What follows belongs to an exercise in optimizing a design on an open flow for small area, a short achievable clock period and few clock cycles per item; a production flow would make more cautious choices.
RTL that was checked went through simulation tests only; none was proved equivalent to the original.
No activity file was given, so power comes from the tool's default toggle rates.

## run 1
==> flow/design.v <==
`timescale 1ns / 1ps
`default_nettype none
package plid_pkg;
  localparam int CAPACITY = 16;
  localparam int DATA_W   = 32;
  localparam int POS_W    = 5;
  localparam int OCNT_W   = 5;
  localparam int SLOT_W   = $clog2(CAPACITY);
  localparam int CNT_W    = $clog2(CAPACITY + 1);
  localparam logic [1:0] CMD_APPEND = 2'd0;
  localparam logic [1:0] CMD_INSERT = 2'd1;
  localparam logic [1:0] CMD_DELETE = 2'd2;
  localparam logic [1:0] CMD_DUMP   = 2'd3;
  localparam logic [1:0] STAT_OK    = 2'd0;
  localparam logic [1:0] STAT_FULL  = 2'd1;
  localparam logic [1:0] STAT_RANGE = 2'd2;
  typedef struct packed {
    logic [1:0]               cmd;
    logic signed [DATA_W-1:0] elem_value;
    logic [POS_W-1:0]         position;
  } plid_in_t;
  typedef struct packed {
    logic [1:0]               status;
    logic signed [DATA_W-1:0] elem_out;
    logic [OCNT_W-1:0]        count_now;
    logic                     last;
  } plid_out_t;
endpackage
`default_nettype wire
`timescale 1ns / 1ps
`default_nettype none
module plid_cell (
  input  wire logic                               clk,
  input  wire logic                               we,
  input  wire logic signed [plid_pkg::DATA_W-1:0] wdata,
  output logic signed [plid_pkg::DATA_W-1:0]      q
);
  logic signed [plid_pkg::DATA_W-1:0] val_r;
  always_ff @(posedge clk) begin
    if (we) val_r <= wdata;
  end
  assign q = val_r;
endmodule
`default_nettype wire
`timescale 1ns / 1ps
`default_nettype none
module positional_list_insert_delete_unit (
  input  wire logic               clk,
  input  wire logic               rst_n,
  input  wire logic               in_valid,
  output logic                    in_ready,
  input  wire logic [38:0]        in_data,
  output logic                    out_valid,
  input  wire logic               out_ready,
  output logic [39:0]             out_data
);
  localparam int N  = plid_pkg::CAPACITY;
  localparam int SW = plid_pkg::SLOT_W;
  localparam int CW = plid_pkg::CNT_W;
  localparam int OW = plid_pkg::OCNT_W;
  localparam int PW = plid_pkg::POS_W;
  plid_pkg::plid_in_t in_pkt;
  assign in_pkt = in_data;
  logic [CW-1:0]                      cnt_r, cnt_nxt;
  logic [N-1:0]                       cth_r, cth_nxt;  
  logic [SW-1:0]                      ptr_r [N];
  logic signed [plid_pkg::DATA_W-1:0] mem_q [N];
  logic                               rdy_r;      
  logic                               dmp_r;      
  logic [N-1:0]                       nx_oh_r;    
  logic [N-1:0]                       rs_oh_r;    
  logic                               lst_r;      
  logic                               sk_v_r;     
  logic [1:0]                         sk_st_r;
  logic [OW-1:0]                      sk_cnt_r;
  logic                               out_valid_r;
  plid_pkg::plid_out_t                out_r;
  logic                slot_free, acc, full, empty, one;
  logic                is_app, is_ins, is_del, is_dmp, dmp_elems;
  logic                ins_ok, del_ok, pos_le_cnt, pos_lt_cnt;
  logic                ins_do, del_do;
  logic [N-1:0]        ins_gt, ins_eq, del_ge, cnt_eq;
  logic [1:0]          stat;
  logic [SW-1:0]       del_slot, head_nxt, nx_slot;
  logic signed [plid_pkg::DATA_W-1:0] rd_val;
  logic                emit, load_sk, nx_lst;
  logic                dmp_nxt, sk_v_nxt;
  always_comb begin
    slot_free  = !out_valid_r || out_ready;
    acc        = in_valid && rdy_r;
    full       = cth_r[N-1];
    empty      = !cth_r[0];
    one        = cth_r[0] && !cth_r[1];
    for (int i = 0; i < N; i++) begin
      cnt_eq[i] = (i == 0) ? !cth_r[0] : (cth_r[i-1] && !cth_r[i]);
    end
    is_app     = in_pkt.cmd == plid_pkg::CMD_APPEND;
    is_ins     = in_pkt.cmd == plid_pkg::CMD_INSERT;
    is_del     = in_pkt.cmd == plid_pkg::CMD_DELETE;
    is_dmp     = in_pkt.cmd == plid_pkg::CMD_DUMP;
    pos_lt_cnt = !in_pkt.position[PW-1] && cth_r[in_pkt.position[SW-1:0]];
    pos_le_cnt = (in_pkt.position == '0) ||
                 (!(in_pkt.position[PW-1] && in_pkt.position[SW-1:0] != '0) &&
                  cth_r[SW'(in_pkt.position - 1'b1)]);
    ins_ok     = acc && !full && (is_app || (is_ins && pos_le_cnt));
    del_ok     = acc && is_del && pos_lt_cnt;
    ins_do     = acc && !full && (is_app || is_ins);
    del_do     = acc && is_del;
    for (int i = 0; i < N; i++) begin
      if (is_app) begin
        ins_gt[i] = (i == 0) ? 1'b0 : !cth_r[i-1];
        ins_eq[i] = cnt_eq[i];
      end else begin
        ins_gt[i] = PW'(i) > in_pkt.position;
        ins_eq[i] = PW'(i) == in_pkt.position;
      end
      del_ge[i] = PW'(i) >= in_pkt.position;
    end
    del_slot   = ptr_r[in_pkt.position[SW-1:0]];
    stat = plid_pkg::STAT_OK;
    if (is_app || is_ins) begin
      if (full) stat = plid_pkg::STAT_FULL;
      else if (!is_app && !pos_le_cnt) stat = plid_pkg::STAT_RANGE;
    end else if (is_del) begin
      if (!pos_lt_cnt) stat = plid_pkg::STAT_RANGE;
    end else begin
      if (empty) stat = plid_pkg::STAT_RANGE;
    end
    cnt_nxt = ins_ok ? cnt_r + 1'b1 : del_ok ? cnt_r - 1'b1 : cnt_r;
    cth_nxt = ins_ok ? {cth_r[N-2:0], 1'b1} : del_ok ? {1'b0, cth_r[N-1:1]} : cth_r;
    dmp_elems = is_dmp && !empty;
    rd_val    = '0;
    for (int i = 0; i < N; i++) rd_val |= {plid_pkg::DATA_W{rs_oh_r[i]}} & mem_q[i];
    head_nxt  = ptr_r[0];
    if (ins_do && ins_eq[0]) head_nxt = ptr_r[N-1];
    else if (del_do && del_ge[0]) head_nxt = ptr_r[1];
    nx_slot   = '0;
    nx_lst    = 1'b0;
    for (int i = 0; i < N; i++) begin
      nx_slot |= {SW{nx_oh_r[i]}} & ptr_r[i];
      nx_lst  |= nx_oh_r[i] && cnt_eq[(i + 1) % N] && i != N - 1;
    end
    nx_lst   |= nx_oh_r[N-1] && full;
    emit      = slot_free && dmp_r;
    load_sk   = !slot_free && acc && !dmp_elems;
    sk_v_nxt  = (sk_v_r && !slot_free) || load_sk;
    dmp_nxt   = (dmp_r && !(emit && lst_r)) ||
                (acc && dmp_elems && (!slot_free || !one));
  end
  always_ff @(posedge clk) begin
    if (!rst_n) begin
      cnt_r       <= '0;
      cth_r       <= '0;
      dmp_r       <= 1'b0;
      sk_v_r      <= 1'b0;
      rdy_r       <= 1'b1;
      out_valid_r <= 1'b0;
    end else begin
      cnt_r       <= cnt_nxt;
      cth_r       <= cth_nxt;
      dmp_r       <= dmp_nxt;
      sk_v_r      <= sk_v_nxt;
      rdy_r       <= !dmp_nxt && !sk_v_nxt;
      out_valid_r <= !slot_free || sk_v_r || dmp_r || acc;
    end
  end
  always_ff @(posedge clk) begin
    if (load_sk) begin
      sk_st_r  <= stat;
      sk_cnt_r <= OW'(cnt_nxt);
    end
  end
  always_ff @(posedge clk) begin
    if (slot_free) begin
      if (sk_v_r) begin
        out_r.status    <= sk_st_r;
        out_r.elem_out  <= '0;
        out_r.count_now <= sk_cnt_r;
        out_r.last      <= 1'b1;
      end else if (dmp_r) begin
        out_r.status    <= plid_pkg::STAT_OK;
        out_r.elem_out  <= rd_val;
        out_r.count_now <= OW'(cnt_r);
        out_r.last      <= lst_r;
      end else if (acc) begin
        out_r.status    <= stat;
        out_r.elem_out  <= dmp_elems ? rd_val : '0;
        out_r.count_now <= OW'(cnt_nxt);
        out_r.last      <= !dmp_elems || one;
      end
    end
  end
  always_ff @(posedge clk) begin
    if (emit) begin
      nx_oh_r <= nx_oh_r << 1;
      lst_r   <= nx_lst;
    end else if (acc) begin
      nx_oh_r <= slot_free ? N'(4) : N'(2);
      lst_r   <= slot_free ? cnt_eq[2] : one;
    end
  end
  always_ff @(posedge clk) begin
    if (!rst_n) begin
      rs_oh_r <= N'(1);
    end else if (emit) begin
      rs_oh_r <= lst_r ? N'(1) << ptr_r[0] : N'(1) << nx_slot;
    end else if (acc) begin
      if (dmp_elems) begin
        if (slot_free && !one) rs_oh_r <= N'(1) << ptr_r[1];
      end else begin
        rs_oh_r <= N'(1) << head_nxt;
      end
    end
  end
  always_ff @(posedge clk) begin
    for (int i = 0; i < N; i++) begin
      if (!rst_n) begin
        ptr_r[i] <= SW'(i);
      end else if (ins_do) begin
        if (ins_gt[i]) ptr_r[i] <= ptr_r[(i + N - 1) % N];
        else if (ins_eq[i]) ptr_r[i] <= ptr_r[N-1];
      end else if (del_do) begin
        if (del_ge[i]) ptr_r[i] <= (i == N - 1) ? del_slot : ptr_r[(i + 1) % N];
      end
    end
  end
  for (genvar g = 0; g < N; g++) begin : g_slot
    plid_cell u_cell (
      .clk   (clk),
      .we    (!full && ptr_r[N-1] == SW'(g)),
      .wdata (in_pkt.elem_value),
      .q     (mem_q[g])
    );
  end
  assign in_ready  = rdy_r;
  assign out_valid = out_valid_r;
  assign out_data  = out_r;
endmodule
`default_nettype wire
clock: 4.2 ns
lec_check: 0
cap_margin: 20
core_margin: 2
core_utilization: 40
cts_buf_list: sky130_fd_sc_hd__clkbuf_4 sky130_fd_sc_hd__clkbuf_8
setup_slack_margin: 2.2
slew_margin: 20
run.sh (not shown) runs the stock make flow with config.mk's settings and CLKGATE_MAP_FILE= SYNTH_SCRIPT=/design/flow/synth_recipe.tcl, a recipe that flattens the netlist after the stock synthesis.
Testbench counts of run 1, summed over its fixed seeds: cycles 5,036, items 3,200.
### run 1 -> run 2
-- flow/design.v --
<<< run 1, line 81
  logic                ins_do, del_do;
  logic [N-1:0]        ins_gt, ins_eq, del_ge, cnt_eq;
  logic [1:0]          stat;
  logic [SW-1:0]       del_slot, head_nxt, nx_slot;
  logic signed [plid_pkg::DATA_W-1:0] rd_val;
  logic                emit, load_sk, nx_lst;
>>> run 2, line 81
  logic                ins_do, del_do;
  logic [N-1:0]        ins_gt, ins_eq, del_ge, cnt_eq;
  logic [N:0]          cge;
  logic [CW-1:0]       cnt_inc, cnt_dec;
  logic [N-1:0]        cth_inc, cth_dec;
  logic [N-1:0]        oh_ptr0, oh_ptr1, oh_top, oh_nx;
  logic [1:0]          stat;
  logic [SW-1:0]       del_slot, nx_slot;
  logic signed [plid_pkg::DATA_W-1:0] rd_val;
  logic                emit, load_sk, nx_lst;
<<< run 1, line 99
    is_del     = in_pkt.cmd == plid_pkg::CMD_DELETE;
    is_dmp     = in_pkt.cmd == plid_pkg::CMD_DUMP;
    pos_lt_cnt = !in_pkt.position[PW-1] && cth_r[in_pkt.position[SW-1:0]];
    pos_le_cnt = (in_pkt.position == '0) ||
                 (!(in_pkt.position[PW-1] && in_pkt.position[SW-1:0] != '0) &&
                  cth_r[SW'(in_pkt.position - 1'b1)]);
    ins_ok     = acc && !full && (is_app || (is_ins && pos_le_cnt));
    del_ok     = acc && is_del && pos_lt_cnt;
>>> run 2, line 103
    is_del     = in_pkt.cmd == plid_pkg::CMD_DELETE;
    is_dmp     = in_pkt.cmd == plid_pkg::CMD_DUMP;
    cge        = {cth_r, 1'b1};
    pos_lt_cnt = !in_pkt.position[PW-1] && cth_r[in_pkt.position[SW-1:0]];
    pos_le_cnt = in_pkt.position[PW-1] ? (in_pkt.position[SW-1:0] == '0 && full)
                                       : cge[in_pkt.position[SW-1:0]];
    ins_ok     = acc && !full && (is_app || (is_ins && pos_le_cnt));
    del_ok     = acc && is_del && pos_lt_cnt;
<<< run 1, line 127
      if (empty) stat = plid_pkg::STAT_RANGE;
    end
    cnt_nxt = ins_ok ? cnt_r + 1'b1 : del_ok ? cnt_r - 1'b1 : cnt_r;
    cth_nxt = ins_ok ? {cth_r[N-2:0], 1'b1} : del_ok ? {1'b0, cth_r[N-1:1]} : cth_r;
    dmp_elems = is_dmp && !empty;
    rd_val    = '0;
    for (int i = 0; i < N; i++) rd_val |= {plid_pkg::DATA_W{rs_oh_r[i]}} & mem_q[i];
    head_nxt  = ptr_r[0];
    if (ins_do && ins_eq[0]) head_nxt = ptr_r[N-1];
    else if (del_do && del_ge[0]) head_nxt = ptr_r[1];
    nx_slot   = '0;
    nx_lst    = 1'b0;
>>> run 2, line 131
      if (empty) stat = plid_pkg::STAT_RANGE;
    end
    cnt_inc = cnt_r + 1'b1;
    cnt_dec = cnt_r - 1'b1;
    cth_inc = {cth_r[N-2:0], 1'b1};
    cth_dec = {1'b0, cth_r[N-1:1]};
    cnt_nxt = cnt_r;
    cth_nxt = cth_r;
    if (acc && !full && (is_app || (is_ins && pos_le_cnt))) begin
      cnt_nxt = cnt_inc;
      cth_nxt = cth_inc;
    end
    if (acc && is_del && pos_lt_cnt) begin
      cnt_nxt = cnt_dec;
      cth_nxt = cth_dec;
    end
    dmp_elems = is_dmp && !empty;
    rd_val    = '0;
    for (int i = 0; i < N; i++) rd_val |= {plid_pkg::DATA_W{rs_oh_r[i]}} & mem_q[i];
    oh_ptr0   = N'(1) << ptr_r[0];
    oh_ptr1   = N'(1) << ptr_r[1];
    oh_top    = N'(1) << ptr_r[N-1];
    nx_slot   = '0;
    nx_lst    = 1'b0;
<<< run 1, line 204
      rs_oh_r <= N'(1);
    end else if (emit) begin
      rs_oh_r <= lst_r ? N'(1) << ptr_r[0] : N'(1) << nx_slot;
    end else if (acc) begin
      if (dmp_elems) begin
        if (slot_free && !one) rs_oh_r <= N'(1) << ptr_r[1];
      end else begin
        rs_oh_r <= N'(1) << head_nxt;
      end
    end
>>> run 2, line 220
      rs_oh_r <= N'(1);
    end else if (emit) begin
      rs_oh_r <= lst_r ? oh_ptr0 : N'(1) << nx_slot;
    end else if (acc) begin
      if (dmp_elems) begin
        if (slot_free && !one) rs_oh_r <= oh_ptr1;
      end else if (ins_do && ins_eq[0]) begin
        rs_oh_r <= oh_top;
      end else if (del_do && del_ge[0]) begin
        rs_oh_r <= oh_ptr1;
      end
    end
<<< run 1, line 228
    plid_cell u_cell (
      .clk   (clk),
      .we    (!full && ptr_r[N-1] == SW'(g)),
      .wdata (in_pkt.elem_value),
      .q     (mem_q[g])
>>> run 2, line 246
    plid_cell u_cell (
      .clk   (clk),
      .we    (!full && oh_top[g]),
      .wdata (in_pkt.elem_value),
      .q     (mem_q[g])
## What came out
- Run 2 did not stop at any stage, and its layout met the timing, DRC and antenna checks.
- Worst setup path startpoint: nx_oh_r[8]$_SDFFCE_PN0P_ -> run 2, in_data[0] -> run 1
- The final reports for run 2 and run 1 show met1 routing resource usage after global routing higher in the former.
- Comparing run 2 and run 1, complex-gate fraction of the synthesized area is higher on run 1.
- Compared with run 1, run 2 shows a lower count of clock-buffer cells in the layout.
- Comparing the two runs side by side, run 2 comes out behind run 1 on cell area.
- Taking run 1 as the reference, in run 2 die area +about 0.36%, clock network fraction of design power +0.9 points, first-pass GRT wire length +5.5%.
No functional check of the RTL was part of run 2.

[afterwards: timing with drivers on the ports]
In the flow no input, the clock included, has a driving cell. The finished layouts below were timed again as built, in two steps. Step 1, drivers: a clkbuf_16 drives clk and a buf_2 each remaining input, both assumed. Step 2 times the ports against the registers' clock, not the clock port: input delays grow and output delays shrink by t, the midpoint of the rising clock arrivals with the driver on. a / b / c = ideal / step 1 / step 2; a / b = the first two.
run | shift t [ns] | setup WS [ns] | worst setup path at the end | worst register clock-pin slew, ns | worst data-port slew with drivers (ns)
run 1 | 0.775 | 1.724 / 1.742 / 0.967 | input to register | 0.07 / 0.07 | 0.09
run 2 | 0.784 | 1.719 / 1.719 / 1.145 | input to register | 0.08 / 0.08 | 0.09
After both steps every run listed still meets setup and hold. The setup slack of run 1, which loses most, moves by +0.018 ns with the drivers and by -0.757 ns with both steps.
